Context: an optimization exercise on an open-source flow, tuned for small area. The choices shown serve that exercise and are no tape-out recipe. In this exercise RTL edits were held to simulation tests only and were not proved equivalent to the original. Power figures rest on the tool's default switching activity, not on a simulated workload.

==> design.v <==
package conv_cotm_pkg;
    localparam logic [1:0] ST_IDLE  = 2'd0;
    localparam logic [1:0] ST_EVAL  = 2'd1;
    localparam logic [1:0] ST_DRAIN = 2'd2;
    localparam logic [1:0] ST_DONE  = 2'd3;
    function automatic int y_off();
        y_off = 0;
    endfunction
    function automatic int x_off(input int py_w);
        x_off = py_w;
    endfunction
    function automatic int p_off(input int py_w, input int px_w);
        p_off = py_w + px_w;
    endfunction
    function automatic logic cfg_bad(input logic [2:0] p, input int patch_max);
        cfg_bad = !p[0] || (p < 3'd3) || ({29'd0, p} > 32'(patch_max));
    endfunction
endpackage
module conv_clause_match #(
    parameter int W = 107
) (
    input  logic [W-1:0] inc_n,
    input  logic [W-1:0] neg,
    input  logic [W-1:0] lit,
    output logic         match
);
    localparam int NI  = W / 2;
    localparam int NN  = W / 3;
    localparam int RI  = W % 2;
    localparam int RN  = W % 3;
    localparam int NIF = NI + RI;
    localparam int NNP = NN + (RN > 0 ? 1 : 0);
    logic [NIF-1:0] inc_fail;   
    logic [NNP-1:0] neg_pass;   
    for (genvar k = 0; k < NI; k++) begin : g_inc
        cm_oai22 u (
            .a (lit[2*k]),   .b (inc_n[2*k]),
            .c (lit[2*k+1]), .d (inc_n[2*k+1]),
            .y (inc_fail[k])
        );
    end
    if (RI != 0) begin : g_inc_r
        cm_nor2 u (.a(lit[W-1]), .b(inc_n[W-1]), .y(inc_fail[NI]));
    end
    for (genvar k = 0; k < NN; k++) begin : g_neg
        cm_aoi222 u (
            .a (lit[3*k]),   .b (neg[3*k]),
            .c (lit[3*k+1]), .d (neg[3*k+1]),
            .e (lit[3*k+2]), .f (neg[3*k+2]),
            .y (neg_pass[k])
        );
    end
    if (RN == 1) begin : g_neg_r1
        cm_nand2 u (.a(lit[W-1]), .b(neg[W-1]), .y(neg_pass[NN]));
    end else if (RN == 2) begin : g_neg_r2
        cm_aoi22 u (
            .a (lit[W-2]), .b (neg[W-2]),
            .c (lit[W-1]), .d (neg[W-1]),
            .y (neg_pass[NN])
        );
    end
    assign match = (&neg_pass) & ~(|inc_fail);
endmodule
module cm_oai22 (
    input  logic a, b, c, d,
    output logic y
);
    assign y = ~((a | b) & (c | d));
endmodule
module cm_aoi222 (
    input  logic a, b, c, d, e, f,
    output logic y
);
    assign y = ~((a & b) | (c & d) | (e & f));
endmodule
module cm_aoi22 (
    input  logic a, b, c, d,
    output logic y
);
    assign y = ~((a & b) | (c & d));
endmodule
module cm_nor2 (
    input  logic a, b,
    output logic y
);
    assign y = ~(a | b);
endmodule
module cm_nand2 (
    input  logic a, b,
    output logic y
);
    assign y = ~(a & b);
endmodule
module cm_hold (
    input  logic d, lm, nl, q,
    output logic y
);
    assign y = (lm & d) | (nl & q);
endmodule
module cm_hold_inv (
    input  logic d, lm, ld, q,
    output logic y
);
    logic x;
    cm_nand2 u_n (.a(d), .b(lm), .y(x));
    cm_oa21 u_o (.a(ld), .b(q), .c(x), .y(y));
endmodule
module cm_oa21 (
    input  logic a, b, c,
    output logic y
);
    assign y = (a | b) & c;
endmodule
module conv_clause_engine #(
    parameter int NUM_PE    = 8,
    parameter int IMG_W     = 32,
    parameter int IMG_H     = 32,
    parameter int PATCH_MAX = 7,
    parameter int CNT_W     = 10,
    localparam int PX_W     = IMG_W - 3,
    localparam int PY_W     = IMG_H - 3,
    localparam int PP_W     = PATCH_MAX * PATCH_MAX,
    localparam int HALF_W   = PY_W + PX_W + PP_W,
    localparam int CLAUSE_W = 2 * HALF_W
) (
    input  logic                     clk,
    input  logic                     rst_n,
    input  logic [2:0]               patch_size,
    output logic                     cfg_err,
    input  logic                     clause_valid,
    output logic                     clause_ready,
    input  logic [CLAUSE_W-1:0]      clause_data,
    input  logic                     win_valid,
    input  logic                     win_last,
    input  logic [NUM_PE-1:0]        pe_en,
    input  logic [PX_W-1:0]          win_x,
    input  logic [NUM_PE*PY_W-1:0]   win_y,
    input  logic [NUM_PE*PP_W-1:0]   win_patch,
    input  logic                     img_abort,
    input  logic                     prev_op,
    output logic                     fwd_valid,
    output logic                     fwd_last,
    output logic [NUM_PE-1:0]        fwd_pe_en,
    output logic [PX_W-1:0]          fwd_x,
    output logic [NUM_PE*PY_W-1:0]   fwd_y,
    output logic [NUM_PE*PP_W-1:0]   fwd_patch,
    output logic                     out_valid,
    input  logic                     out_ready,
    output logic                     clause_op,
    output logic [CNT_W-1:0]         match_cnt
);
    localparam int X_OFF = conv_cotm_pkg::x_off(PY_W);
    localparam int P_OFF = conv_cotm_pkg::p_off(PY_W, PX_W);
    logic                    ev, d1, d2, dn, idle, load;
    logic [HALF_W-1:0]       inc_n_q, neg_q;
    logic                    x_ok;
    logic                    s1_valid, s1_eval, s1_last;
    logic [NUM_PE-1:0]       s1_pe_en;
    logic [PX_W-1:0]         s1_x;
    logic [NUM_PE*PY_W-1:0]  s1_y;
    logic [NUM_PE*PP_W-1:0]  s1_patch;
    logic [NUM_PE-1:0]       match, match_q;
    logic [3:0]              pop;
    logic [CNT_W:0]          sum;
    logic [CNT_W-1:0]        cnt_nxt;
    assign cfg_err      = conv_cotm_pkg::cfg_bad(patch_size, PATCH_MAX);
    assign idle         = ~(ev | d1 | d2 | dn);
    assign clause_ready = idle & ~cfg_err;
    assign load         = clause_valid & clause_ready;
    assign out_valid    = dn;
    always_ff @(posedge clk or negedge rst_n) begin
        if (!rst_n) begin
            s1_valid  <= 1'b0;
            s1_eval   <= 1'b0;
            fwd_valid <= 1'b0;
        end else begin
            s1_valid  <= win_valid & ~img_abort;
            s1_eval   <= win_valid & ~img_abort & ev;
            fwd_valid <= s1_valid & ~img_abort;
        end
    end
    always_ff @(posedge clk) begin
        s1_last   <= win_last;
        s1_pe_en  <= pe_en;
        s1_x      <= win_x;
        s1_y      <= win_y;
        s1_patch  <= win_patch;
        fwd_last  <= s1_last;
        fwd_pe_en <= s1_pe_en;
        fwd_x     <= s1_x;
        fwd_y     <= s1_y;
        fwd_patch <= s1_patch;
    end
    logic [4:0]        lm_grp;
    logic [HALF_W-1:0] lm;
    logic [HALF_W-1:0] inc_n_d, neg_d;
    logic              nload;
    assign nload  = ~load;
    assign lm_grp = {load & patch_size[2] & patch_size[1],
                     load & patch_size[2],
                     load & ~patch_size[2],
                     load & ~(patch_size[2] & patch_size[1]),
                     load};
    for (genvar b = 0; b < HALF_W; b++) begin : g_clause
        if (b < P_OFF) begin : g_pos
            localparam int K = (b < X_OFF) ? b : b - X_OFF;
            localparam int G = (K < 25) ? 0 : (K < 27) ? 1 : 2;
            assign lm[b] = lm_grp[G];
        end else begin : g_pix
            localparam int R  = (b - P_OFF) / PATCH_MAX;
            localparam int C  = (b - P_OFF) % PATCH_MAX;
            localparam int RC = (R > C) ? R : C;
            localparam int G  = (RC < 3) ? 0 : (RC < 5) ? 3 : 4;
            assign lm[b] = lm_grp[G];
        end
        cm_hold_inv u_inc (
            .d (clause_data[b]), .lm (lm[b]), .ld (load), .q (inc_n_q[b]), .y (inc_n_d[b])
        );
        cm_hold u_neg (
            .d (clause_data[HALF_W + b]), .lm (lm[b]), .nl (nload), .q (neg_q[b]), .y (neg_d[b])
        );
    end
    always_ff @(posedge clk) begin
        inc_n_q <= inc_n_d;
        neg_q   <= neg_d;
    end
    conv_clause_match #(.W(PX_W)) u_match_x (
        .inc_n (inc_n_q[X_OFF +: PX_W]),
        .neg   (neg_q[X_OFF +: PX_W]),
        .lit   (s1_x),
        .match (x_ok)
    );
    for (genvar i = 0; i < NUM_PE; i++) begin : g_pe
        logic m_yp;
        conv_clause_match #(.W(PY_W + PP_W)) u_match (
            .inc_n ({inc_n_q[P_OFF +: PP_W], inc_n_q[0 +: PY_W]}),
            .neg   ({neg_q[P_OFF +: PP_W], neg_q[0 +: PY_W]}),
            .lit   ({s1_patch[i*PP_W +: PP_W], s1_y[i*PY_W +: PY_W]}),
            .match (m_yp)
        );
        assign match[i] = m_yp & x_ok;
    end
    always_ff @(posedge clk) begin
        match_q <= match & s1_pe_en & {NUM_PE{s1_eval}};
    end
    always_comb begin
        pop = '0;
        for (int i = 0; i < NUM_PE; i++) begin
            pop = pop + {3'b0, match_q[i]};
        end
        sum     = {1'b0, match_cnt} + {{(CNT_W-3){1'b0}}, pop};
        cnt_nxt = sum[CNT_W] ? {CNT_W{1'b1}} : sum[CNT_W-1:0];
    end
    always_ff @(posedge clk) begin
        if (load) begin
            clause_op <= 1'b0;
            match_cnt <= '0;
        end else if (ev | d1 | d2) begin
            clause_op <= clause_op | prev_op | (|match_q);
            match_cnt <= cnt_nxt;
        end
    end
    always_ff @(posedge clk or negedge rst_n) begin
        if (!rst_n) begin
            ev <= 1'b0;
            d1 <= 1'b0;
            d2 <= 1'b0;
            dn <= 1'b0;
        end else begin
            ev <= load | (~img_abort & ev & ~(win_valid & win_last));
            d1 <= ~img_abort & ev & win_valid & win_last;
            d2 <= ~img_abort & d1;
            dn <= ~img_abort & (d2 | (dn & ~out_ready));
        end
    end
endmodule
==> flow/run.sh <==
#!/bin/bash
# Standard ORFS layout with these changes to how it is made:
#  - port buffers are the smallest buffer (buf_1) instead of the default pick,
#  - I/O pins may sit on adjacent routing tracks so the die can be smaller,
#  - CTS uses its own buffer list and sink clusters and no dummy loads,
#  - global routing layer adjustment from flow/fastroute.tcl (if present).
set -euo pipefail
export BUFFER_PORTS_ARGS="-buffer_cell sky130_fd_sc_hd__buf_1"
export PLACE_PINS_ARGS="-min_distance 1 -min_distance_in_tracks"
export CTS_ARGS="-sink_clustering_enable -repair_clock_nets -dont_use_dummy_load -buf_list {sky130_fd_sc_hd__clkbuf_16} -sink_clustering_size 30 -sink_clustering_max_diameter 60"
if [[ -f flow/fastroute.tcl ]]; then export FASTROUTE_TCL="$PWD/flow/fastroute.tcl"; fi
bash standard.sh > standard_flow.log 2>&1
==> standard.sh <==
#!/bin/bash
# synth_recipe.tcl (not shown) runs the flow's synth.tcl, then flattens the netlist and writes it again
# the make line also repeats each setting of config.mk as NAME=value (left out here)
make -C /OpenROAD-flow-scripts/flow DESIGN_CONFIG=/design/flow/config.mk WORK_HOME=/design/flow/orfs CLKGATE_MAP_FILE= SYNTH_SCRIPT=/design/flow/synth_recipe.tcl "${@:-finish}"
==> config.mk <==
export PLATFORM = sky130hd
export DESIGN_NAME = conv_clause_engine
export DESIGN_NICKNAME = conv_clause_engine
export VERILOG_FILES = /design/flow/design.v
export SDC_FILE = /design/flow/constraint.sdc
export NUM_CORES = 4
export LEC_CHECK = 0
export CAP_MARGIN = 20
export CORE_AREA = 2 2 378 378
export DIE_AREA = 0 0 380 380
export GPL_TIMING_DRIVEN = 0
export SLEW_MARGIN = 20
export SYNTH_HIERARCHICAL = 1
export SYNTH_MINIMUM_KEEP_SIZE = 0
==> constraint.sdc <==
create_clock -name core_clock -period 5.0 [get_ports {clk}]
set_input_delay 1.0000 -clock core_clock [delete_from_list [all_inputs] [get_ports {clk}]]
set_output_delay 1.0000 -clock core_clock [all_outputs]
set_load 0.01 [all_outputs]
==> impl_metrics.toml, run 1 <==
[synth]
synthFlopType = "dfxtp_1"
syn_inst = 2735
synth-edff-count = 0
synth.yosys.seq_area_share = 0.7877
synthesis.nets = 3632
syn_area_um2 = 39790
syn_area_per_cell_um2 = 14.55
synth_top_area_frac = 0.7833
synth_area_leaders = "dfxtp_1, a222oi_1, o22ai_1"
ys_types = 49
synth_top_cell_by_area = "dfxtp_1"
yosys_warnings = 7
ys_seq_elements = 1564
async_flop_share = 0.004476

[worst_setup_path]
worst-setup-path-type = "in -> reg"
crit_path_start_kind = "input pin"
reg2regPathDepth = 11
critPathRequiredTime_ns = 5.57
critPathCaptureType = "flop"
cp_max_fo = 112
arrival_ns = 4.72

[global_route]
met2_usage = 0.4333
grt_usage = 0.2971
grtUsageMet3 = 0.1338
antenna_found_initial = 153
gr-max-usage-layer = "met2"
gr-usage-met1 = 0.3406
grt_overflow = 0
grt_start_max_net_pins = 113
grt_pass1_wl_um = 290700
first_global_vias = 32540

[place]
gp_congestion = 1.023
io_buffers = 1562
dp_hpwl_um = 184000

[floorplanning]
die_y_um = 380
num_io_pins = 1563
num_rows = 137
coreArea_um2 = 139900
dieArea_um2 = 144400
die_x_um = 380
initial_core_util = 0.2845

[clocking]
clk-insertion-delay-late_ns = 0.79
cts_sinks = 1564
cts-hold-fix-buffers = 0
cts_made_buffers = 111
clk_pin_slew_worst_paths_ns = 0.08
cts_root_buf = "clkbuf_16"
ctsResizeCount = 0
cts_buffer_depth = 3
cts_setup_buffers = 0
h-tree-depth = 3
cts_tree = "built"

[job]
drv_cap = 0

[status]
status = "complete, no violations"

[timing]
slew_violations = 0
period_share = 0.8293
min_period_ns = 4.146
maxSlewHeadroom = 0.2224
worstMarginPinSlew_ns = 1.166
setup_violations = 0
whs_ns = 0.1227
rsz0062_at_grt = "no"
max_freq_mhz = 241.2
finClkSkew_ns = 0.1017
hold_viol = 0

[detailed_routing]
routedWlPerCell_um = 35.15
remaining_drc_errors = 0
drtPass1Iterations = 14
finalWirelength_um = 225600
dr.first_iter.drc_count = 5276
ant_nets = 0
drt-vias-per-instance = 5.331
dr_total_vias = 34220

[power]
power.density_nw_per_um2 = 502.9
ir_worst_vdd_mv = 0.3646
power_leakage_nw = 18.85

[hold_path]
min_path_type = "in -> async"

[finish]
layout_commonest_cell = "buf_1"
mostFrequentLayoutCells = "buf_1, dfxtp_1, o22ai_1, a222oi_1, nand2_1"
multi_input_area_um2 = 8394
drive_gt1_frac = 0.03348
final_core_util = 0.3666
nets = 5319
fillers = 14140
syn_to_final_growth_pct = 28.84
seqCellArea_um2 = 31350
cell usage after synthesis (2+ instances only):
cell,count
a211oi_1,2
a21oi_1,10
a222oi_1,217
a22o_1,107
a31oi_1,2
and3_1,10
and3_2,2
buf_6,2
dfrtp_1,7
dfxtp_1,1557
fa_1,5
ha_1,6
inv_1,11
nand2_1,137
nand3_1,4
nand4_1,50
nand4b_1,10
nor2_1,9
nor2b_1,4
nor3_1,11
nor3b_1,8
nor4_1,58
nor4_2,9
nor4bb_1,8
o211ai_1,3
o21a_1,109
o21ai_0,6
o22ai_1,326
or4_1,24
xor2_1,2
layer usage:
layer	vias up	share of wire
li1	14100	-
met1	16200	0.36
met2	3004	0.42
met3	867	0.13
met4	54	0.088
met5	-	0.0017
per-module statistics from Yosys, one instance, submodules excluded, a selection:
module              times used  cells inside  area [um2]  flops+latches
cm_aoi22                     1             1       12.51              0
cm_oai22                   326             1       6.256              0
conv_clause_engine           1          1668       32080           1564
cm_oa21                    107             1       7.507              0
cm_nand2                   107             1       3.754              0
cm_hold                    107             1       8.758              0
cm_aoi222                  217             1       10.01              0
cm_nor2                      1             1       3.754              0
per-stage QoR:
step | instance area [um2] | TNS, ns | total power (W) | setup WS, ns | std cells
2_1_floorplan | 39790 | 0 | 0.01574 | 0.5543 | 2735
3_3_place_gp | 48000 | -117.97 | 0.01781 | -2.520 | 6173
3_5_place_dp | 48190 | 0 | 0.01788 | 0.1604 | 6185
4_1_cts | 50960 | 0 | 0.02575 | 0.8743 | 6296
5_1_grt | 51170 | 0 | 0.02650 | 0.6358 | 6377
6_report | 51270 | 0 | 0.02579 | 0.8535 | 6419
where the power goes:
group          total (W)  internal [W]  switching (W)
Combinational    0.00307       0.00119        0.00189
Clock            0.00802       0.00388        0.00414
Sequential        0.0147        0.0134        0.00129
Total             0.0258        0.0185        0.00732
flip-flops by register name, indices dropped and copies added, names as in the netlist, 8 cells and up:
register	flops
s1_y	232
fwd_x	29
neg_q	107
fwd_pe_en	8
s1_x	29
match_q	8
s1_patch	392
match_cnt	10
fwd_y	232
inc_n_q	107
fwd_patch	392
s1_pe_en	8
layout make-up:
class / instances / share of cell area
Buffer: 3 / 0.0006101
Clock buffer: 111 / 0.05418
Inverter: 12 / 0.0009273
Timing Repair Buffer: 1574 / 0.1174
Sequential cell: 1564 / 0.6114
Antenna cell: 123 / 0.006003
Multi-Input combinational cell: 1156 / 0.1637
Tap cell: 1876 / 0.04578
path summary, 6_finish.rpt:
path / slack, ns / from / endpoint
hold / removal: 0.12 / rst_n / fwd_valid
setup / recovery: 0.85 / patch_size[2] / inc_n_q[98]
max in group asynchronous: 4.55 / rst_n / s1_eval
setup reg to reg: 0.94 / ev / inc_n_q[98]
hold reg to reg: 0.30 / s1_y[96] / fwd_y[96]
min in group core_clock: 0.28 / win_patch[339] / s1_patch[339]
worst max-delay path, stage by stage:
cell and delay (ns):
buf_1 0.26, o21ai_0 0.31, nor3_4 0.37, nand2_8 0.31
buf_16 0.34, inv_4 0.09, buf_8 0.44, buf_16 0.43
and3_4 0.47, buf_12 0.27, nand2_1 0.10, o21a_1 0.11
cell families (layout without fill, tap and decap cells):
logic type,count (synthesis),after routing,share of synthesized area
flops,1564,1564,0.7877
compound gates,787,787,0.1544
simple gates,355,355,0.05097
buf+inv,15,1700,0.001886
fa+ha+maj,11,11,0.004402
xor+xnor,3,3,0.0006604
other cells,0,123,0
==> run 2: changes to the inputs <==
--- a/flow/run.sh
+++ b/flow/run.sh
@@ -7,6 +7,6 @@
 set -euo pipefail
 export BUFFER_PORTS_ARGS="-buffer_cell sky130_fd_sc_hd__buf_1"
 export PLACE_PINS_ARGS="-min_distance 1 -min_distance_in_tracks"
-export CTS_ARGS="-sink_clustering_enable -repair_clock_nets -dont_use_dummy_load -buf_list {sky130_fd_sc_hd__clkbuf_16} -sink_clustering_size 30 -sink_clustering_max_diameter 60"
+export CTS_ARGS="-sink_clustering_enable -repair_clock_nets -dont_use_dummy_load -buf_list {sky130_fd_sc_hd__clkbuf_8} -sink_clustering_size 16 -sink_clustering_max_diameter 50"
 if [[ -f flow/fastroute.tcl ]]; then export FASTROUTE_TCL="$PWD/flow/fastroute.tcl"; fi
 bash standard.sh > standard_flow.log 2>&1
==> impl_metrics.toml, run 2 <==
[status]
status = "complete, no violations"

[hold_path]
min_path_type = "in -> reg"

[global_route]
grt_overflow = 0
antenna_found_initial = 146
first_global_vias = 32950
grt_start_max_net_pins = 113
grt_pass1_wl_um = 292400
grt_usage = 0.2990

[clocking]
cts_buffer_depth = 3
clk-insertion-delay-late_ns = 0.95
h-tree-depth = 4
cts_sinks = 1564
cts_root_buf = "clkbuf_8"
cts_tree = "built"
clk_pin_slew_worst_paths_ns = 0.10
cts_made_buffers = 154

[power]
power.density_nw_per_um2 = 485.7
ir_worst_vdd_mv = 0.3409
power_leakage_nw = 18.60
finalPower_w = 0.02458

[place]
dp_hpwl_um = 184000
post-place-ws_ns = 0.1604
gp_congestion = 1.023
io_buffers = 1562

[detailed_routing]
drtPass1Iterations = 14
route.met3.wl_um = 29830
met2_length_um = 94470
ant_nets = 0
wl_met1_um = 83070
remaining_drc_errors = 0
dr.first_iter.drc_count = 5533
drt-vias-per-instance = 5.340
dr_total_vias = 34490
highest_layer = "met5"
finalWirelength_um = 227300
routedWlPerCell_um = 35.19

[synth]
synth.yosys.seq_area_share = 0.7877
syn_area_per_cell_um2 = 14.55
syn_area_um2 = 39790
syn_inst = 2735
synth_top_cell_by_area = "dfxtp_1"
ys_seq_elements = 1564
synthesis.nets = 3632
synth_most_common_cell = "dfxtp_1"
synth_top_area_frac = 0.7833
ys_types = 49
synthFlopType = "dfxtp_1"
synth-edff-count = 0
synthTopCellsByCount = "dfxtp_1, o22ai_1, a222oi_1"
synth_area_leaders = "dfxtp_1, a222oi_1, o22ai_1"
async_flop_share = 0.004476
yosys_warnings = 7

[finish]
layout_commonest_cell = "buf_1"
nets = 5363
reg.largest.list = "fwd_patch: 392 flops, s1_patch: 392 flops"
drive_gt1_frac = 0.04279
syn_to_final_growth_pct = 27.18
mostFrequentLayoutCells = "buf_1, dfxtp_1, o22ai_1, a222oi_1, clkbuf_8"

[worst_setup_path]
worst-setup-path-type = "reg -> reg"
critPathCaptureType = "flop"
cp_max_fo = 112
crit_path_start_kind = "flop"
critPathRequiredTime_ns = 5.75
arrival_ns = 4.75

[timing]
setup_violations = 0
min_period_ns = 3.998
finClkSkew_ns = 0.1700
hold_viol = 0
slew_violations = 0
period_share = 0.7995
rsz0062_at_grt = "no"
maxSlewHeadroom = 0.2269
setup_ws_ns = 1.002
max_freq_mhz = 250.1
worstMarginPinSlew_ns = 1.160

[floorplanning]
initial_core_util = 0.2845
num_rows = 137
num_io_pins = 1563
die_x_um = 380
die_y_um = 380
dieArea_um2 = 144400
coreArea_um2 = 139900

[job]
drv_cap = 0
run 2: worst paths after layout:
path / from / end / slack, ns / depth (start not counted)
worst max-delay path: ev / inc_n_q[98] / 1.00 / 11
worst min-delay path: win_patch[86] / s1_patch[86] / 0.13 / 1
worst max register to register: ev / inc_n_q[98] / 1.00 / 11
worst min register to register: s1_patch[60] / fwd_patch[60] / 0.27 / 0
max in group asynchronous: rst_n / s1_eval / 4.07 / 2
min in group asynchronous: rst_n / dn / 0.61 / 2
run 2: stage by stage:
step | util | setup TNS (ns) | std cells | cell area [um2] | hold slack, ns
floorplan | - | 0 | 2735 | 39790 | 0.3096
global placement | 0.3432 | -117.97 | 6173 | 48000 | 0.3133
detailed placement | 0.3445 | 0 | 6185 | 48190 | 0.3144
CTS | 0.3597 | 0 | 6340 | 50320 | 0.01624
global route | 0.3611 | 0 | 6418 | 50510 | 0.04980
finish | 0.3618 | 0 | 6458 | 50610 | 0.1339
run 2: metal layers:
metal,global-route usage,up-vias
met2,0.4347,3078
met4,0.2235,58
met5,0.001323,-
met1,0.3474,16330
met3,0.1298,855
li1,-,14160
run 2: final cells by class:
| class | instances | area, um2 |
|---|---|---|
| timing repair buffer | 1575 | 6031 |
| inverter | 12 | 47.55 |
| clock buffer | 154 | 2120 |
| tap | 1876 | 2347 |
| sequential | 1564 | 31350 |
| multi-input combinational | 1156 | 8394 |
| buffer | 3 | 31.28 |
| antenna | 118 | 295.3 |
| fill | 14230 | 89260 |
run 2: cells by family (layout without fill, tap and decap cells):
family / Yosys count / count (layout) / share of synthesized area
buffers and inverters: 15 / 1744 / 0.001886
other: 0 / 118 / 0
adder cells (fa/ha/maj): 11 / 11 / 0.004402
AND/OR/NAND/NOR: 355 / 355 / 0.05097
flip-flops: 1564 / 1564 / 0.7877
XOR/XNOR: 3 / 3 / 0.0006604
AO/OA/AOI/OAI: 787 / 787 / 0.1544
run 2: critical path, stage by stage (launching register included):
cell     delay [ns]
dfrtp_1        0.42
or3_4          0.42
nor3_4         0.26
nand2_8        0.32
buf_16         0.35
inv_4          0.09
buf_8          0.45
buf_16         0.43
and3_4         0.47
buf_12         0.27
nand2_1        0.10
o21a_1         0.11
run 2: per-module statistics from Yosys, one instance, submodules excluded, a selection:
module / cells / times used
cm_aoi222: 1 / 217
cm_aoi22: 1 / 1
conv_clause_engine: 1668 / 1
cm_nand2: 1 / 107
cm_nor2: 1 / 1
cm_hold: 1 / 107
cm_oa21: 1 / 107
cm_oai22: 1 / 326
run 2: repair_timing:
action / in CTS / in global routing
hold endpoints to repair: 7 / 0
buffers inserted: 0 / 0
hold buffers: 1 / 0
gates resized for setup: 0 / 0
run 2: where the power goes:
part           internal [W]  total (W)  switching [W]
Clock               0.00273    0.00682        0.00409
Sequential           0.0134     0.0147        0.00129
Combinational       0.00119    0.00307        0.00188
Total                0.0173     0.0246        0.00727
==> run 3: changes to the inputs <==
--- a/flow/run.sh
+++ b/flow/run.sh
@@ -7,6 +7,6 @@
 set -euo pipefail
 export BUFFER_PORTS_ARGS="-buffer_cell sky130_fd_sc_hd__buf_1"
 export PLACE_PINS_ARGS="-min_distance 1 -min_distance_in_tracks"
-export CTS_ARGS="-sink_clustering_enable -repair_clock_nets -dont_use_dummy_load -buf_list {sky130_fd_sc_hd__clkbuf_8} -sink_clustering_size 16 -sink_clustering_max_diameter 50"
+export CTS_ARGS="-sink_clustering_enable -repair_clock_nets -dont_use_dummy_load -buf_list {sky130_fd_sc_hd__clkbuf_8} -sink_clustering_size 17 -sink_clustering_max_diameter 70"
 if [[ -f flow/fastroute.tcl ]]; then export FASTROUTE_TCL="$PWD/flow/fastroute.tcl"; fi
 bash standard.sh > standard_flow.log 2>&1
==> impl_metrics.toml, run 3 <==
[worst_setup_path]
critPathCaptureType = "flop"
cpMaxStageDelayCell = "nor3b_1"
reg2regPathDepth = 6
cp_max_fo = 9
worst-setup-path-type = "reg -> reg"
arrival_ns = 4.80
max_stage_delay_ns = 0.86
cp_cell_sequence = "o22ai_1 -> or4_1 -> nor3b_1 -> nand4_1 -> nor4_2 -> and3_1"
critPathRequiredTime_ns = 5.75
crit_path_start_kind = "flop"

[detailed_routing]
dr.first_iter.drc_count = 5408
drtPass1Iterations = 13
remaining_drc_errors = 0
ant_nets = 0
drt-vias-per-instance = 5.322
finalWirelength_um = 225800
routedWlPerCell_um = 35.17
dr_total_vias = 34170

[synth]
async_flop_share = 0.004476
synthFlopType = "dfxtp_1"
synth_area_leaders = "dfxtp_1, a222oi_1, o22ai_1"
synthTopCellsByCount = "dfxtp_1, o22ai_1, a222oi_1"
syn_inst = 2735
syn_area_per_cell_um2 = 14.55
synth_top_cell_by_area = "dfxtp_1"
yosys_warnings = 7
ys_types = 49
synth-edff-count = 0
ys_seq_elements = 1564
synth.yosys.seq_area_share = 0.7877
synth_top_area_frac = 0.7833
syn_area_um2 = 39790
synth_most_common_cell = "dfxtp_1"
synthesis.nets = 3632

[power]
p_int_w = 0.01671
power_leakage_nw = 18.35
switching_share = 0.2977
finalPower_w = 0.02379
p_switching_w = 0.007082
seqPwrFrac = 0.617
ir_worst_vdd_mv = 0.3468
combPwrFrac = 0.129
clockPowerShare = 0.254
power.density_nw_per_um2 = 474.5

[global_route]
grt_start_max_net_pins = 113
first_global_vias = 32650
antenna_found_initial = 141
grt_usage = 0.2967
grt_pass1_wl_um = 290800
grt_overflow = 0

[finish]
nets = 5329
mostFrequentLayoutCells = "buf_1, dfxtp_1, o22ai_1, a222oi_1, nand2_1"
drive_gt1_frac = 0.03544
layout_commonest_cell = "buf_1"
seqCellArea_um2 = 31350
fin_area_um2 = 50130
multi_input_area_um2 = 8394
reg.largest.list = "fwd_patch: 392 flops, s1_patch: 392 flops"
syn_to_final_growth_pct = 25.98
fillers = 14240

[clocking]
cts_sinks = 1564
clk_pin_slew_worst_paths_ns = 0.11
cts_buffer_depth = 3
cts_made_buffers = 120
cts_setup_buffers = 0
clk-insertion-delay-late_ns = 0.89
cts_tree = "built"
h-tree-depth = 3
cts_root_buf = "clkbuf_8"

[hold_path]
min_path_type = "in -> reg"
whs_path_depth = 1

[floorplanning]
initial_core_util = 0.2845
dieArea_um2 = 144400
num_io_pins = 1563
num_rows = 137
die_x_um = 380
coreArea_um2 = 139900
die_y_um = 380

[timing]
period_share = 0.8101
finClkSkew_ns = 0.1514
maxSlewHeadroom = 0.2521
setup_violations = 0
min_period_ns = 4.050
slew_violations = 0
setup_ws_ns = 0.9496
rsz0062_at_grt = "no"
worstMarginPinSlew_ns = 1.122
max_freq_mhz = 246.9
hold_viol = 0
tns_ns = 0

[job]
drv_cap = 0

[place]
dp_hpwl_um = 184000
io_buffers = 1562
gp_congestion = 1.023
place_area_um2 = 48190
post-place-ws_ns = 0.1604

[status]
status = "complete, no violations"
## run 3: timing repair
action,4_1_cts,5_1_grt
resized for setup,0,0
hold buffers,1,0
endpoints found under the hold margin,7,0
endpoints found under the setup margin,0,0
## run 3: logic make-up (layout without fill, tap and decap cells)
logic type	Yosys count	count (layout)	share of synthesized area
fa+ha+maj	11	11	0.004402
buf+inv	15	1710	0.001886
flops	1564	1564	0.7877
compound gates	787	787	0.1544
simple gates	355	355	0.05097
xor+xnor	3	3	0.0006604
other cells	0	114	0
## run 3: power groups by stage
stage | logic [W] | registers [W] | clock network (W)
after floorplan | 0.00124 | 0.0145 | 0
after global placement | 0.00293 | 0.0149 | 0
after detailed placement | 0.00297 | 0.0149 | 0
after CTS | 0.00299 | 0.0146 | 0.00614
after global routing | 0.00317 | 0.0148 | 0.00658
final | 0.00308 | 0.0147 | 0.00603
## run 3: path summary, 6_finish.rpt
check / endpoint / startpoint / slack, ns
min in group asynchronous: fwd_valid / rst_n / 0.63
worst min-delay path: s1_patch[277] / win_patch[277] / 0.16
worst min register to register: fwd_y[96] / s1_y[96] / 0.26
max in group asynchronous: s1_eval / rst_n / 4.04
worst max-delay path: match_q[2] / inc_n_q[18] / 0.95
worst max register to register: match_q[2] / inc_n_q[18] / 0.95
## run 3: worst max-delay path, delay by kind of cell (launching register included)
| kind | cells | cell delay, ns |
|---|---|---|
| DFF | 1 | 0.59 |
| AOI/OAI and AO/OA | 1 | 0.38 |
| and+or+nand+nor | 5 | 2.89 |
## run 3: stage by stage
| step | cells | utilization | hold WS, ns |
|---|---|---|---|
| 2_1_floorplan | 2735 | - | 0.3096 |
| 3_3_place_gp | 6173 | 0.3432 | 0.3133 |
| 3_5_place_dp | 6185 | 0.3445 | 0.3144 |
| 4_1_cts | 6306 | 0.3564 | 0.06215 |
| 5_1_grt | 6385 | 0.3578 | 0.09130 |
| 6_report | 6420 | 0.3584 | 0.1570 |
## run 3: metal layers
metal / track usage / up-vias / share of wire
li1: - / 14080 / -
met2: 0.4362 / 3018 / 0.42
met3: 0.1340 / 846 / 0.13
met1: 0.3397 / 16180 / 0.36
met5: 0 / - / 0.0014
met4: 0.2160 / 50 / 0.085
## run 3: layout make-up
type,instances,area share
flip-flops and latches,1564,0.6252
multi-input cells,1156,0.1674
repair buffers,1575,0.1203
well taps,1876,0.04682
clock buffers,120,0.03294
diodes,114,0.005690
inverters,12,0.0009484
plain buffers,3,0.0006239
## run 3: per-module statistics from Yosys, one instance, submodules excluded, a selection
module,flip-flops and latches,times used,area (um2),cells inside
cm_oai22,0,326,6.256,1
cm_aoi22,0,1,12.51,1
cm_nand2,0,107,3.754,1
cm_hold,0,107,8.758,1
cm_aoi222,0,217,10.01,1
cm_oa21,0,107,7.507,1
cm_nor2,0,1,3.754,1
==> run 4: changes to the inputs <==
--- a/flow/run.sh
+++ b/flow/run.sh
@@ -7,6 +7,6 @@
 set -euo pipefail
 export BUFFER_PORTS_ARGS="-buffer_cell sky130_fd_sc_hd__buf_1"
 export PLACE_PINS_ARGS="-min_distance 1 -min_distance_in_tracks"
-export CTS_ARGS="-sink_clustering_enable -repair_clock_nets -dont_use_dummy_load -buf_list {sky130_fd_sc_hd__clkbuf_8} -sink_clustering_size 17 -sink_clustering_max_diameter 70"
+export CTS_ARGS="-sink_clustering_enable -repair_clock_nets -dont_use_dummy_load -buf_list {sky130_fd_sc_hd__clkbuf_8} -sink_clustering_size 18 -sink_clustering_max_diameter 80"
 if [[ -f flow/fastroute.tcl ]]; then export FASTROUTE_TCL="$PWD/flow/fastroute.tcl"; fi
 bash standard.sh > standard_flow.log 2>&1
--- a/config.mk
+++ b/config.mk
@@ -9,6 +9,7 @@
 export CORE_AREA = 2 2 378 378
 export DIE_AREA = 0 0 380 380
 export GPL_TIMING_DRIVEN = 0
+export PLACE_DENSITY = 0.8
 export SLEW_MARGIN = 20
 export SYNTH_HIERARCHICAL = 1
 export SYNTH_MINIMUM_KEEP_SIZE = 0
==> impl_metrics.toml, run 4 <==
[global_route]
grt_pass1_wl_um = 303100
grt_usage = 0.3124
grt_overflow = 0
antenna_found_initial = 169
first_global_vias = 33000
grt_start_max_net_pins = 105

[timing]
slew_violations = 0
period_share = 0.7865
whs_ns = 0.1930
max_freq_mhz = 254.3
setup_ws_ns = 1.067
rsz0062_at_grt = "no"
finClkSkew_ns = 0.1217
worstMarginPinSlew_ns = 1.127
maxSlewHeadroom = 0.2414
hold_viol = 0
min_period_ns = 3.933
setup_violations = 0

[worst_setup_path]
crit_path_start_kind = "flop"
cpMaxStageDelayCell = "fa_1"
reg2regPathDepth = 11
crit_top_cell = "fa_1"
critPathRequiredTime_ns = 5.75
cp_cell_sequence = "fa_1 -> inv_1 -> fa_1 -> fa_1 -> fa_1 -> fa_1 -> nand2b_1 -> o2bb2ai_1 -> or3_1 -> clkbuf_2 -> a21oi_1"
arrival_ns = 4.69
r2r_slack_ns = 1.07
r2r-start = "match_cnt[0]"
max_stage_delay_ns = 0.55
worst-setup-path-type = "reg -> reg"
critPathCaptureType = "flop"
rr_endpoint = "match_cnt[0]"
cp_max_fo = 7

[floorplanning]
coreArea_um2 = 139900
die_y_um = 380
num_io_pins = 1563
dieArea_um2 = 144400
die_x_um = 380
initial_core_util = 0.2845
num_rows = 137

[finish]
mostFrequentLayoutCells = "buf_1, dfxtp_1, o22ai_1, a222oi_1, nand2_1"
fillers = 14010
drive_gt1_frac = 0.03217
finalNonFillerCells = 6407
nets = 5313
reg.largest.list = "fwd_patch: 392 flops, s1_patch: 392 flops"
syn_to_final_growth_pct = 25.57
seqCellArea_um2 = 31350
layout_commonest_cell = "buf_1"
multi_input_area_um2 = 8401

[hold_path]
whs_path_depth = 1
worst_hold_startpoint = "win_patch[230]"
min_path_type = "in -> reg"
worstHoldEndpoint = "s1_patch[230]"

[clocking]
clk_pin_slew_worst_paths_ns = 0.12
cts_sinks = 1564
clk-insertion-delay-late_ns = 0.86
cts_tree = "built"
ctsResizeCount = 0
cts_made_buffers = 108
cts_buffer_depth = 3
h-tree-depth = 3
cts_root_buf = "clkbuf_8"

[synth]
synthTopCellsByCount = "dfxtp_1, o22ai_1, a222oi_1"
syn_inst = 2735
syn_area_um2 = 39790
synth.yosys.seq_area_share = 0.7877
yosys_warnings = 7
ys_seq_elements = 1564
synth_top_area_frac = 0.7833
synthesis.nets = 3632
synth-edff-count = 0
synth_area_leaders = "dfxtp_1, a222oi_1, o22ai_1"
async_flop_share = 0.004476
synthFlopType = "dfxtp_1"
synth_most_common_cell = "dfxtp_1"
synth_top_cell_by_area = "dfxtp_1"
syn_area_per_cell_um2 = 14.55
ys_types = 49

[detailed_routing]
dr.first_iter.drc_count = 5700
finalWirelength_um = 238000
drt-vias-per-instance = 5.474
dr_total_vias = 35070
routedWlPerCell_um = 37.15
remaining_drc_errors = 0
drtPass1Iterations = 14
ant_nets = 0

[place]
dp_cells = 6181
gp_congestion = 1.015
io_buffers = 1562
dp_hpwl_um = 194100
post-place-ws_ns = 0.4379

[power]
seqPwrFrac = 0.625
switching_share = 0.3031
p_int_w = 0.01650
p_switching_w = 0.007176
power_leakage_nw = 18.25
clockPowerShare = 0.247
combPwrFrac = 0.128
ir_worst_vdd_mv = 0.3118
power.density_nw_per_um2 = 473.8

[job]
drv_cap = 0

[status]
status = "complete, no violations"
[run 4: cell counts after synthesis]
No cell type changed its count.
[run 4: cells by family after synthesis]
family	synth area share
flops	0.7877
compound gates	0.1544
simple gates	0.05097
buf+inv	0.001886
fa+ha+maj	0.004402
xor+xnor	0.0006604
[run 4: through the flow]
step           TNS [ns]  total power [W]  instance area (um2)  utilization
4_1_cts               0          0.02358                49680       0.3552
2_1_floorplan         0          0.01574                39790            -
3_3_place_gp    -128.53          0.01785                48000       0.3432
3_5_place_dp          0          0.01793                48180       0.3445
5_1_grt               0          0.02431                49860       0.3565
6_report              0          0.02368                49970       0.3572
[run 4: power groups by stage]
stage / logic, W / clock network [W] / registers [W]
2_1_floorplan: 0.00124 / 0 / 0.0145
3_3_place_gp: 0.00289 / 0 / 0.0150
3_5_place_dp: 0.00294 / 0 / 0.0150
4_1_cts: 0.00296 / 0.00592 / 0.0147
5_1_grt: 0.00312 / 0.00635 / 0.0148
6_report: 0.00304 / 0.00585 / 0.0148
[run 4: critical path, delay by kind of cell (launching register included)]
family	cells	cell delay [ns]
flip-flops	1	0.35
adder cells (fa/ha/maj)	5	2.40
AO/OA/AOI/OAI	2	0.33
AND/OR/NAND/NOR	2	0.54
buffers and inverters	2	0.24
[run 4: metal layers]
metal	GRT usage	share of wire	routed length, um
met5	0.007606	0.0024	563
met4	0.2324	0.088	20950
met3	0.1533	0.14	34320
met2	0.4431	0.41	96900
met1	0.3611	0.36	85250
[run 4: cell type report]
| cell class | instances | area share |
|---|---|---|
| Clock buffer | 108 | 0.02975 |
| Inverter | 12 | 0.0009515 |
| Antenna cell | 117 | 0.005859 |
| Timing Repair Buffer | 1571 | 0.1204 |
| Sequential cell | 1564 | 0.6273 |
| Buffer | 3 | 0.0006260 |
| Multi-Input combinational cell | 1156 | 0.1681 |
| Tap cell | 1876 | 0.04697 |
[run 4: per-module statistics from Yosys, one instance, submodules excluded, excerpt]
| module | cells | area (um2) |
|---|---|---|
| cm_aoi22 | 1 | 12.51 |
| cm_nand2 | 1 | 3.754 |
| conv_clause_engine | 1668 | 32080 |
| cm_oa21 | 1 | 7.507 |
| cm_oai22 | 1 | 6.256 |
| cm_aoi222 | 1 | 10.01 |
| cm_hold | 1 | 8.758 |
| cm_nor2 | 1 | 3.754 |
[run 4: repair_timing]
action / 4_1_cts / 5_1_grt
hold endpoints to repair: 7 / 0
buffers inserted: 0 / 0
hold buffers: 1 / 0
[run 4: how the worst max path moves through the flow]
| stage | from | slack (ns) | endpoint |
|---|---|---|---|
| after floorplan | patch_size[2] | 0.55 | inc_n_q[100] |
| after global placement | patch_size[1] | -2.57 | inc_n_q[100] |
| after detailed placement | patch_size[2] | 0.44 | inc_n_q[72] |
| after CTS | match_cnt[0] | 1.02 | match_cnt[0] |
| after global routing | match_cnt[0] | 0.94 | match_cnt[0] |
| final | match_cnt[0] | 1.07 | match_cnt[0] |
==> run 5: changes to the inputs <==
--- a/config.mk
+++ b/config.mk
@@ -9,7 +9,6 @@
 export CORE_AREA = 2 2 378 378
 export DIE_AREA = 0 0 380 380
 export GPL_TIMING_DRIVEN = 0
-export PLACE_DENSITY = 0.8
 export SLEW_MARGIN = 20
 export SYNTH_HIERARCHICAL = 1
 export SYNTH_MINIMUM_KEEP_SIZE = 0
==> impl_metrics.toml, run 5 <==
[power]
power_leakage_nw = 18.27
finalPower_w = 0.02359
ir_worst_vdd_mv = 0.3824
power.density_nw_per_um2 = 471.5

[global_route]
grt_usage = 0.2968
met2_usage = 0.4357
grt_pass1_wl_um = 290500
grt_overflow = 0
grtUsageMet3 = 0.1293
gr-max-usage-layer = "met2"
gr-usage-met1 = 0.3415
first_global_vias = 32650
grt_start_max_net_pins = 113
antenna_found_initial = 148

[synth]
synthesis.nets = 3632
syn_inst = 2735
syn_area_um2 = 39790
synth_top_cell_by_area = "dfxtp_1"
ys_seq_elements = 1564
async_flop_share = 0.004476
synth.yosys.seq_area_share = 0.7877
ys_types = 49
synth_most_common_cell = "dfxtp_1"
synthTopCellsByCount = "dfxtp_1, o22ai_1, a222oi_1"
synth_area_leaders = "dfxtp_1, a222oi_1, o22ai_1"
synth-edff-count = 0
yosys_warnings = 7
synthFlopType = "dfxtp_1"
syn_area_per_cell_um2 = 14.55
synth_top_area_frac = 0.7833

[floorplanning]
num_io_pins = 1563
die_x_um = 380
dieArea_um2 = 144400
num_rows = 137
die_y_um = 380
initial_core_util = 0.2845
coreArea_um2 = 139900

[clocking]
h-tree-depth = 3
cts-hold-fix-buffers = 1
cts_made_buffers = 109
ctsResizeCount = 0
cts_buffer_depth = 3
cts_root_buf = "clkbuf_8"
clk_pin_slew_worst_paths_ns = 0.11
clk-insertion-delay-late_ns = 0.93
cts_tree = "built"
cts_sinks = 1564
cts_setup_buffers = 0

[place]
dp_hpwl_um = 184000
post-place-ws_ns = 0.1604
gp_congestion = 1.023
io_buffers = 1562

[timing]
worstMarginPinSlew_ns = 1.150
finClkSkew_ns = 0.1420
whs_ns = 0.1514
maxSlewHeadroom = 0.2332
max_freq_mhz = 249.1
setup_ws_ns = 0.9857
min_period_ns = 4.014
setup_violations = 0
rsz0062_at_grt = "no"
period_share = 0.8029
hold_viol = 0
slew_violations = 0

[worst_setup_path]
cp_cell_sequence = "o22ai_1 -> or4_1 -> nor3b_1 -> nand4_1 -> nor4_2 -> and3_1"
critPathCaptureType = "flop"
crit_path_start_kind = "flop"
critPathRequiredTime_ns = 5.76
max_stage_delay_ns = 0.83
worst-setup-path-type = "reg -> reg"
cp_max_fo = 9
cpMaxStageDelayCell = "nor3b_1"
arrival_ns = 4.77

[detailed_routing]
remaining_drc_errors = 0
routedWlPerCell_um = 35.13
drt-vias-per-instance = 5.311
dr_total_vias = 34120
drtPass1Iterations = 14
ant_nets = 0
dr.first_iter.drc_count = 5302
finalWirelength_um = 225600

[status]
status = "complete, no violations"

[finish]
drive_gt1_frac = 0.03304
reg.largest.list = "fwd_patch: 392 flops, s1_patch: 392 flops"
mostFrequentLayoutCells = "buf_1, dfxtp_1, o22ai_1, a222oi_1, nand2_1"
syn_to_final_growth_pct = 25.69
nets = 5318
layout_commonest_cell = "buf_1"

[hold_path]
min_path_type = "in -> reg"

[job]
drv_cap = 0
-- run 5: critical path: cells and delay by family (launching register included) --
family / cells / cell delay, ns
AND/OR/NAND/NOR: 5 / 2.92
flip-flops: 1 / 0.58
AO/OA/AOI/OAI: 1 / 0.37
-- run 5: cells by family after synthesis --
group / after synthesis / synth area share
AND/OR/NAND/NOR: 355 / 0.05097
AO/OA/AOI/OAI: 787 / 0.1544
flip-flops: 1564 / 0.7877
XOR/XNOR: 3 / 0.0006604
buffers and inverters: 15 / 0.001886
adder cells (fa/ha/maj): 11 / 0.004402
-- run 5: worst paths after layout --
path / start / to / slack, ns / depth (start not counted)
setup / recovery: inc_n_q[18] / match_q[2] / 0.99 / 6
max in group asynchronous: rst_n / s1_eval / 4.05 / 2
hold reg to reg: s1_y[96] / fwd_y[96] / 0.27 / 0
hold / removal: win_patch[277] / s1_patch[277] / 0.15 / 1
setup reg to reg: inc_n_q[18] / match_q[2] / 0.99 / 6
min in group asynchronous: rst_n / dn / 0.63 / 2
-- run 5: power by group --
group          switching, W  internal, W  total, W  leakage (nW)
Clock               0.00388      0.00194   0.00583         0.785
Sequential          0.00129       0.0134    0.0147          13.2
Combinational       0.00189      0.00119   0.00307          4.28
-- run 5: modules after synthesis (local to each module, per instance), a selection --
module,cells,times used
cm_oa21,1,107
cm_aoi222,1,217
cm_nand2,1,107
conv_clause_engine,1668,1
cm_aoi22,1,1
cm_oai22,1,326
cm_hold,1,107
cm_nor2,1,1
-- run 5: through the flow --
stage / setup TNS, ns / instance area (um2) / std cells / utilization
6_report: 0 / 50020 / 6424 / 0.3576
5_1_grt: 0 / 49910 / 6380 / 0.3568
4_1_cts: 0 / 49700 / 6295 / 0.3553
3_5_place_dp: 0 / 48190 / 6185 / 0.3445
3_3_place_gp: -117.97 / 48000 / 6173 / 0.3432
2_1_floorplan: 0 / 39790 / 2735 / -
-- run 5: layer usage --
| metal | up-vias | wire, um | share of wire |
|---|---|---|---|
| li1 | 14070 | - | - |
| met2 | 2964 | 95210 | 0.42 |
| met3 | 823 | 29190 | 0.13 |
| met1 | 16230 | 82100 | 0.36 |
| met5 | - | 283 | 0.0013 |
| met4 | 42 | 18860 | 0.084 |
-- run 5: area by class of cell --
cell class | count | area (um2)
diodes | 129 | 322.8
well taps | 1876 | 2347
repair buffers | 1575 | 6031
inverters | 12 | 47.55
flip-flops and latches | 1564 | 31350
fillers | 14230 | 89850
clock buffers | 109 | 1500
plain buffers | 3 | 31.28
multi-input cells | 1156 | 8394
==> run 6: changes to the inputs <==
--- a/flow/run.sh
+++ b/flow/run.sh
@@ -3,10 +3,12 @@
 #  - port buffers are the smallest buffer (buf_1) instead of the default pick,
 #  - I/O pins may sit on adjacent routing tracks so the die can be smaller,
 #  - CTS uses its own buffer list and sink clusters and no dummy loads,
+#  - after global routing, non-critical gates are downsized (RECOVER_POWER),
 #  - global routing layer adjustment from flow/fastroute.tcl (if present).
 set -euo pipefail
 export BUFFER_PORTS_ARGS="-buffer_cell sky130_fd_sc_hd__buf_1"
 export PLACE_PINS_ARGS="-min_distance 1 -min_distance_in_tracks"
+export RECOVER_POWER=100
 export CTS_ARGS="-sink_clustering_enable -repair_clock_nets -dont_use_dummy_load -buf_list {sky130_fd_sc_hd__clkbuf_8} -sink_clustering_size 18 -sink_clustering_max_diameter 80"
 if [[ -f flow/fastroute.tcl ]]; then export FASTROUTE_TCL="$PWD/flow/fastroute.tcl"; fi
 bash standard.sh > standard_flow.log 2>&1
==> impl_metrics.toml, run 6 <==
[worst_setup_path]
r2r-start = "inc_n_q[18]"
arrival_ns = 5.08
reg2regPathDepth = 6
crit_path_start_kind = "flop"
cp_max_fo = 9
critPathCaptureType = "flop"
max_stage_delay_ns = 0.87
cp_cell_sequence = "o22ai_1 -> or4_1 -> nor3b_1 -> nand4_1 -> nor4_1 -> and3_1"
path_delay_family = "simple AND/OR/NAND/NOR gates"
crit_start = "inc_n_q[18]"
worst-setup-path-type = "reg -> reg"
critPathRequiredTime_ns = 5.76
path_buf_inv = 0
cpMaxStageDelayCell = "nor3b_1"
worstSetupPathDepth = 6

[clocking]
ctsResizeCount = 0
cts_setup_buffers = 0
cts_root_buf = "clkbuf_8"
h-tree-depth = 3
cts_sinks = 1564
clk_pin_slew_worst_paths_ns = 0.12
cts_made_buffers = 109
cts_tree = "built"
cts_buffer_depth = 3
clk-insertion-delay-late_ns = 0.93

[synth]
ys_types = 49
synthFlopType = "dfxtp_1"
synth_top_cell_by_area = "dfxtp_1"
syn_inst = 2735
synth-edff-count = 0
synthTopCellsByCount = "dfxtp_1, o22ai_1, a222oi_1"
synthXorXnorAreaFrac = 0.0006603
synth_top_area_frac = 0.7833
synth.yosys.seq_area_share = 0.7877
synthSimpleGateAreaFrac = 0.05097
synth_most_common_cell = "dfxtp_1"
syn_area_um2 = 39790
syn_area_per_cell_um2 = 14.55
synth_adder_area_share = 0.004402
synthesis.nets = 3632
synth_top_family_by_area = "compound AO/OA/AOI/OAI gates"
ys_seq_elements = 1564
async_flop_share = 0.004476
synth_area_leaders = "dfxtp_1, a222oi_1, o22ai_1"
synth.mux.area_fraction = 0
yosys_warnings = 7
synth_compound_area_frac = 0.1544

[status]
so_faults = "capacitance limit, slew limit"
status = "complete, but fails checks"

[timing]
finClkSkew_ns = 0.1431
period_share = 0.8639
worstMarginPinSlew_ns = 2.206
hold_viol = 0
setup_violations = 0
rsz0062_at_grt = "no"
whs_ns = 0.1482
slew_violations = 86
min_period_ns = 4.319
maxSlewHeadroom = -0.4705
tns_ns = 0
max_freq_mhz = 231.5

[place]
io_buffers = 1562
gp_congestion = 1.023
dp_hpwl_um = 184000
place_area_um2 = 48190

[global_route]
grt_pass1_wl_um = 290500
grt_usage = 0.2968
grt_start_max_net_pins = 113
first_global_vias = 32650
grt_overflow = 0
antenna_found_initial = 150

[detailed_routing]
dr.first_iter.drc_count = 5171
remaining_drc_errors = 0
drt-vias-per-instance = 5.301
finalWirelength_um = 225400
drtPass1Iterations = 14
ant_nets = 0
dr_total_vias = 34070
routedWlPerCell_um = 35.07

[power]
p_int_w = 0.01652
seqPwrFrac = 0.623
clockPowerShare = 0.247
p_switching_w = 0.007067
switching_share = 0.2996
finalPower_w = 0.02359
ir_worst_vdd_mv = 0.3808
power.density_nw_per_um2 = 472.4
combPwrFrac = 0.130
power_leakage_nw = 18.26

[hold_path]
worst_hold_startpoint = "win_patch[277]"
whs_path_depth = 1
min_path_type = "in -> reg"

[finish]
nets = 5318
drive_gt1_frac = 0.03010
final_core_util = 0.3570
layout_commonest_cell = "dfxtp_1"
fin_area_um2 = 49940
fillers = 14250
multi_input_area_um2 = 8332
seqCellArea_um2 = 31350
syn_to_final_growth_pct = 25.49
reg.largest.list = "fwd_patch: 392 flops, s1_patch: 392 flops"
mostFrequentLayoutCells = "dfxtp_1, buf_1, o22ai_1, a222oi_1, nand2_1"

[floorplanning]
num_rows = 137
dieArea_um2 = 144400
initial_core_util = 0.2845
coreArea_um2 = 139900
die_x_um = 380
num_io_pins = 1563
die_y_um = 380

[job]
drv_cap = 2
[run 6: cell counts after synthesis]
No cell type changed its count.
[run 6: area by class of cell]
cell class / count / share of cell area
antenna: 132 / 0.006614
buffer: 3 / 0.0006013
clock buffer: 109 / 0.03004
inverter: 12 / 0.0009270
multi-input combinational: 1156 / 0.1668
sequential: 1564 / 0.6277
tap: 1876 / 0.04700
timing repair buffer: 1575 / 0.1203
[run 6: logic make-up after synthesis]
logic type               Yosys count
AND/OR/NAND/NOR                  355
adder cells (fa/ha/maj)           11
flip-flops                      1564
buffers and inverters             15
XOR/XNOR                           3
AO/OA/AOI/OAI                    787
[run 6: worst paths after layout]
| check | end | slack, ns |
|---|---|---|
| worst max-delay path | match_q[2] | 0.68 |
| worst min-delay path | s1_patch[277] | 0.15 |
| worst max register to register | match_q[2] | 0.68 |
| worst min register to register | fwd_y[96] | 0.27 |
| max in group asynchronous | s1_eval | 4.06 |
| min in group asynchronous | dn | 0.63 |
[run 6: power by group through the flow]
stage                     clock network (W)  registers [W]  logic [W]
after floorplan                           0         0.0145    0.00124
after CTS                           0.00594         0.0146    0.00299
after detailed placement                  0         0.0149    0.00297
after global placement                    0         0.0149    0.00293
final                               0.00584         0.0147    0.00307
after global routing                0.00637         0.0148    0.00315
[run 6: modules after synthesis, one instance, submodules excluded, a selection]
module	copies in the design	flip-flops and latches	cell area (um2)	cells
cm_oai22	326	0	6.256	1
cm_oa21	107	0	7.507	1
cm_aoi22	1	0	12.51	1
conv_clause_engine	1	1564	32080	1668
cm_nand2	107	0	3.754	1
cm_nor2	1	0	3.754	1
cm_hold	107	0	8.758	1
cm_aoi222	217	0	10.01	1
[run 6: what timing repair did]
| action | CTS | global route |
|---|---|---|
| hold buffers | 1 | 0 |
| endpoints found under the hold margin | 7 | 0 |
| endpoints found under the setup margin | 0 | 0 |
[run 6: stage by stage]
step / setup slack, ns / instances
after floorplan: 0.5543 / 2735
after global placement: -2.520 / 6173
after detailed placement: 0.1604 / 6185
after CTS: 0.9874 / 6295
after global routing: 0.4961 / 6380
final: 0.6807 / 6427
[run 6: layer usage]
layer  up-vias  track usage  wire length (um)
met1     16170       0.3415             81560
met4        42       0.2205             19650
li1      14060            -                 -
met2      2960       0.4357             94380
met5         -    0.0003307               260
met3       840       0.1293             29560
==> run 7: changes to the inputs <==
==> flow/run.sh (replaced) <==
#!/bin/bash
# Standard ORFS layout with these changes to how it is made:
#  - port buffers are the smallest buffer (buf_1) instead of the default pick,
#  - I/O pins may sit on adjacent routing tracks so the die can be smaller,
#  - CTS uses its own buffer list and sink clusters and no dummy loads,
#  - global routing layer adjustment from flow/fastroute.tcl (if present).
set -euo pipefail
export BUFFER_PORTS_ARGS="-buffer_cell sky130_fd_sc_hd__buf_1"
export PLACE_PINS_ARGS="-min_distance 1 -min_distance_in_tracks"
export CTS_ARGS="-sink_clustering_enable -repair_clock_nets -dont_use_dummy_load -buf_list {sky130_fd_sc_hd__clkbuf_16} -sink_clustering_size 30 -sink_clustering_max_diameter 90"
if [[ -f flow/fastroute.tcl ]]; then export FASTROUTE_TCL="$PWD/flow/fastroute.tcl"; fi
bash standard.sh > standard_flow.log 2>&1
--- a/config.mk
+++ b/config.mk
@@ -6,8 +6,8 @@
 export NUM_CORES = 4
 export LEC_CHECK = 0
 export CAP_MARGIN = 20
-export CORE_AREA = 2 2 378 378
-export DIE_AREA = 0 0 380 380
+export CORE_AREA = 2 2 338 338
+export DIE_AREA = 0 0 340 340
 export GPL_TIMING_DRIVEN = 0
 export SLEW_MARGIN = 20
 export SYNTH_HIERARCHICAL = 1
==> impl_metrics.toml, run 7 <==
[global_route]
grt_usage = 0.3614
first_global_vias = 33580
grt_start_max_net_pins = 108
grt_pass1_wl_um = 279700
grt_overflow = 3

[synth]
synthFlopType = "dfxtp_1"
ys_seq_elements = 1564
yosys_warnings = 7
ys_types = 49
synth_top_area_frac = 0.7833
syn_area_per_cell_um2 = 14.55
synth.yosys.seq_area_share = 0.7877
syn_area_um2 = 39790
synth_top_cell_by_area = "dfxtp_1"
synthesis.nets = 3632
syn_inst = 2735
synth-edff-count = 0
synthTopCellsByCount = "dfxtp_1, o22ai_1, a222oi_1"
async_flop_share = 0.004476
synth_area_leaders = "dfxtp_1, a222oi_1, o22ai_1"
synth_most_common_cell = "dfxtp_1"

[clocking]
cts-hold-fix-buffers = 0
cts_root_buf = "clkbuf_16"
cts_setup_buffers = 0
cts_buffer_depth = 3
ctsResizeCount = 0
cts_sinks = 1564
cts_made_buffers = 66
h-tree-depth = 3

[place]
gp_congestion = 1.051
dp_hpwl_um = 171900
io_buffers = 1562

[floorplanning]
num_rows = 123
initial_core_util = 0.3547
die_x_um = 340
num_io_pins = 1563
die_y_um = 340

[status]
status = "aborted with a tool error"
failed_stage = "global routing (5_1_grt)"
stop_error = "[ERROR GRT-0116] Global routing finished with congestion. Check the congestion regions in the DRC Viewer."
run 7: cell counts after synthesis:
No cell type changed its count.
run 7: how the worst min path moves through the flow:
stage / start / endpoint / slack (ns)
3_5_place_dp: s1_last / fwd_last / 0.33
3_3_place_gp: s1_last / fwd_last / 0.31
2_1_floorplan: s1_last / fwd_last / 0.31
4_1_cts: rst_n / dn / 0.16
run 7: through the flow:
| stage | setup WS (ns) | std cells | area [um2] | hold WS, ns |
|---|---|---|---|---|
| floorplan | 0.5543 | 2735 | 39790 | 0.3096 |
| global placement | -2.279 | 5797 | 47530 | 0.3117 |
| detailed placement | 0.5025 | 5802 | 47670 | 0.3278 |
| CTS | 1.110 | 5868 | 49320 | 0.1551 |
run 7: Yosys stat by module (local to each module, per instance), a selection:
module	times used	area (um2)	flip-flops and latches
cm_nand2	107	3.754	0
cm_oai22	326	6.256	0
cm_oa21	107	7.507	0
cm_nor2	1	3.754	0
cm_aoi22	1	12.51	0
cm_hold	107	8.758	0
run 7: power groups by stage:
stage	combinational [W]	clock [W]	sequential, W
4_1_cts	0.00287	0.00620	0.0146
3_5_place_dp	0.00286	0	0.0149
3_3_place_gp	0.00283	0	0.0148
2_1_floorplan	0.00124	0	0.0145
run 7: kinds of logic after synthesis:
family / share of synthesized area
adders and majority gates: 0.004402
and+or+nand+nor: 0.05097
buffers and inverters: 0.001886
xor gates and xnor gates: 0.0006604
DFF: 0.7877
AOI/OAI and AO/OA: 0.1544
run 7: metal layers:
| metal | global-route usage | GRT overflow |
|---|---|---|
| met1 | 0.3911 | 0 |
| met2 | 0.5370 | 3 |
| met3 | 0.1406 | 0 |
| met4 | 0.3458 | 0 |
| met5 | 0.01634 | 0 |
==> run 8: changes to the inputs <==
--- a/design.v
+++ b/design.v
@@ -101,15 +101,7 @@
     input  logic d, lm, ld, q,
     output logic y
 );
-    logic x;
-    cm_nand2 u_n (.a(d), .b(lm), .y(x));
-    cm_oa21 u_o (.a(ld), .b(q), .c(x), .y(y));
-endmodule
-module cm_oa21 (
-    input  logic a, b, c,
-    output logic y
-);
-    assign y = (a | b) & c;
+    assign y = (~d | ~lm) & (ld | q);
 endmodule
 module conv_clause_engine #(
     parameter int NUM_PE    = 8,
==> flow/run.sh (replaced) <==
#!/bin/bash
# Standard ORFS layout with these changes to how it is made:
#  - after the standard synthesis, logic gates are set to their smallest drive
#    strength (flow/downsize.tcl); repair steps later size up where needed,
#  - port buffers are the smallest buffer (buf_1) instead of the default pick,
#  - I/O pins may sit on adjacent routing tracks so the die can be smaller,
#  - CTS uses its own buffer list and sink clusters and no dummy loads.
set -euo pipefail
export BUFFER_PORTS_ARGS="-buffer_cell sky130_fd_sc_hd__buf_1"
export PLACE_PINS_ARGS="-min_distance 1 -min_distance_in_tracks"
export CTS_ARGS="-sink_clustering_enable -repair_clock_nets -dont_use_dummy_load -buf_list {sky130_fd_sc_hd__clkbuf_8} -sink_clustering_size 17 -sink_clustering_max_diameter 70"
bash standard.sh synth > standard_synth.log 2>&1
SYNTH_ODB=$(ls "$PWD"/orfs/results/*/conv_clause_engine/base/1_synth.odb)
export SYNTH_ODB
openroad -no_init -exit flow/downsize.tcl > downsize.log 2>&1
bash standard.sh > standard_flow.log 2>&1
==> flow/downsize.tcl (new file) <==
# Set every combinational logic gate of the synthesized netlist to its smallest
# drive strength (_1, or _0 where that is the smallest); later repair steps size up
# whatever timing, slew or load needs. Registers, buffers and inverters are kept.
read_db $::env(SYNTH_ODB)
set db [ord::get_db]
set block [ord::get_db_block]
set n_swapped 0
set gain 0.0
foreach inst [$block getInsts] {
  set m [$inst getMaster]
  set name [$m getName]
  if {![regexp {^sky130_fd_sc_hd__([a-z0-9]+)_([0-9]+)$} $name -> fam size]} { continue }
  if {![regexp {^(a[0-9]|o[0-9]|nand|nor|and|or|xor|xnor|mux|maj)} $fam]} { continue }
  foreach s {0 1} {
    if {$s >= $size} { break }
    set new [$db findMaster "sky130_fd_sc_hd__${fam}_$s"]
    if {$new ne "NULL"} {
      set gain [expr {$gain + ([$m getWidth] - [$new getWidth]) * [$m getHeight] / 1e6}]
      $inst swapMaster $new
      incr n_swapped
      break
    }
  }
}
puts "downsized $n_swapped gates, area saved $gain um2"
write_db $::env(SYNTH_ODB)
--- a/config.mk
+++ b/config.mk
@@ -6,8 +6,8 @@
 export NUM_CORES = 4
 export LEC_CHECK = 0
 export CAP_MARGIN = 20
-export CORE_AREA = 2 2 338 338
-export DIE_AREA = 0 0 340 340
+export CORE_AREA = 2 2 378 378
+export DIE_AREA = 0 0 380 380
 export GPL_TIMING_DRIVEN = 0
 export SLEW_MARGIN = 20
 export SYNTH_HIERARCHICAL = 1
==> impl_metrics.toml, run 8 <==
[status]
status = "complete, no violations"

[worst_setup_path]
critPathRequiredTime_ns = 5.74
critPathCaptureType = "flop"
cp_max_fo = 9
crit_path_start_kind = "flop"
arrival_ns = 4.64
worst-setup-path-type = "reg -> reg"

[finish]
nets = 5218
syn_to_final_growth_pct = 26.16
layout_commonest_cell = "buf_1"
seqCellArea_um2 = 31350
fillers = 14190
drive_gt1_frac = 0.03033
multi_input_area_um2 = 8048
fin_area_um2 = 49730
reg.largest.list = "fwd_patch: 392 flops, s1_patch: 392 flops"
mostFrequentLayoutCells = "buf_1, dfxtp_1, o22ai_1, a222oi_1, clkbuf_8"

[global_route]
met2_usage = 0.4199
grt_usage = 0.2952
grtUsageMet3 = 0.1349
first_global_vias = 32330
gr-max-usage-layer = "met2"
grt_pass1_wl_um = 289100
gr-usage-met1 = 0.3538
grt_overflow = 0
antenna_found_initial = 191
grt_start_max_net_pins = 119

[clocking]
cts_buffer_depth = 3
cts_sinks = 1564
clk_pin_slew_worst_paths_ns = 0.11
cts_made_buffers = 116
cts_tree = "built"
clk-insertion-delay-late_ns = 0.94
h-tree-depth = 3
cts_root_buf = "clkbuf_8"
ctsResizeCount = 0

[timing]
setup_violations = 0
slew_violations = 0
worstMarginPinSlew_ns = 1.269
rsz0062_at_grt = "no"
min_period_ns = 3.898
hold_viol = 0
maxSlewHeadroom = 0.1541
period_share = 0.7796
whs_ns = 0.1373
finClkSkew_ns = 0.1635
tns_ns = 0
max_freq_mhz = 256.5

[power]
ir_worst_vdd_mv = 0.3330
p_int_w = 0.01666
finalPower_w = 0.02369
power_leakage_nw = 18.31
seqPwrFrac = 0.621
p_switching_w = 0.007025
power.density_nw_per_um2 = 476.3
switching_share = 0.2966
clockPowerShare = 0.252
combPwrFrac = 0.127

[detailed_routing]
dr_total_vias = 34060
remaining_drc_errors = 0
routedWlPerCell_um = 35.39
drt-vias-per-instance = 5.383
ant_nets = 0
finalWirelength_um = 223900
dr.first_iter.drc_count = 5511
drtPass1Iterations = 14

[hold_path]
min_path_type = "in -> reg"

[floorplanning]
die_y_um = 380
initial_core_util = 0.2818
die_x_um = 380
num_io_pins = 1563
coreArea_um2 = 139900
num_rows = 137
dieArea_um2 = 144400

[job]
drv_cap = 0

[synth]
syn_area_per_cell_um2 = 14.98
yosys_warnings = 7
syn_area_um2 = 39420
synthesis.nets = 3528
syn_inst = 2631

[place]
place_area_um2 = 47800
io_buffers = 1562
gp_congestion = 1.007
dp_hpwl_um = 181100
-- run 8: critical path, stage by stage, from the launching register on --
cell	delay (ns)
dfxtp_1	0.42
a222oi_1	0.99
nand4_1	0.28
or4_1	0.62
or4_1	0.63
nor4_1	0.53
and3_1	0.24
-- run 8: stage by stage --
step                worst slack [ns]  cells  utilization
floorplan                    0.05813   2631            -
global placement              -3.229   6069       0.3406
detailed placement            0.5647   6078       0.3417
CTS                            1.112   6195       0.3532
global route                  0.9809   6277       0.3547
finish                         1.102   6327       0.3556
-- run 8: path summary, 6_finish.rpt --
path	from	endpoint	slack, ns	cells past startpoint
max	neg_q[86]	match_q[7]	1.10	6
max reg2reg	neg_q[86]	match_q[7]	1.10	6
min reg2reg	s1_patch[263]	fwd_patch[263]	0.28	0
max in group asynchronous	rst_n	dn	4.05	2
min in group asynchronous	rst_n	s1_eval	0.63	2
min	win_y[132]	s1_y[132]	0.14	1
-- run 8: cell type report --
class	instances	share of cell area
clock buffer	116	0.03210
sequential	1564	0.6303
multi-input combinational	1053	0.1618
timing repair buffer	1572	0.1207
antenna	132	0.006642
buffer	1	0.0001006
tap	1876	0.04720
inverter	13	0.001233
-- run 8: timing repair --
item / 4_1_cts / 5_1_grt
hold buffers: 1 / 0
hold endpoints to repair: 7 / 0
buffers inserted: 0 / 0
-- run 8: layer usage --
| layer | up-vias | share of wire | wire length [um] |
|---|---|---|---|
| li1 | 13890 | - | - |
| met1 | 16230 | 0.38 | 84260 |
| met2 | 3000 | 0.41 | 91530 |
| met3 | 850 | 0.13 | 29800 |
| met4 | 90 | 0.079 | 17740 |
| met5 | - | 0.0026 | 587 |
-- run 8: power by group through the flow --
stage                     clock [W]  sequential (W)  combinational, W
after detailed placement          0          0.0149           0.00292
final                       0.00596          0.0147           0.00301
after global routing        0.00652          0.0148           0.00310
after CTS                   0.00606          0.0146           0.00293
after floorplan                   0          0.0145           0.00126
after global placement            0          0.0149           0.00289

static timing again, ports no longer ideal:
Ports are ideal in the flow. The routed layouts listed here were re-timed in OpenROAD.
Step 1 assumes that a clkbuf_16 drives the clock port and a buf_2 every other input.
Step 2 times the ports against the registers' clock, not the clock port: input delays grow and output delays shrink by t, the midpoint of the rising clock arrivals with the driver on.
Slacks: ideal ports / drivers / drivers and shift; pairs: ideal ports / drivers.
run	t, ns	slack for setup (ns)	worst data-port slew with drivers (ns)
run 1	0.789	0.854 / 0.894 / 0.105	0.33
run 2	0.935	1.002 / 1.002 / 0.154	0.33
run 3	0.899	0.950 / 0.950 / 0.208	0.31
run 4	0.877	1.067 / 1.067 / 0.525	0.31
run 5	0.898	0.986 / 0.986 / 0.218	0.31
run 6	0.898	0.681 / 0.681 / -0.017	0.31
run 8	0.936	1.102 / 1.102 / 0.588	0.29
The setup slack of run 2, which loses most, moves by 0.000 ns with the drivers and by -0.848 ns with both steps.
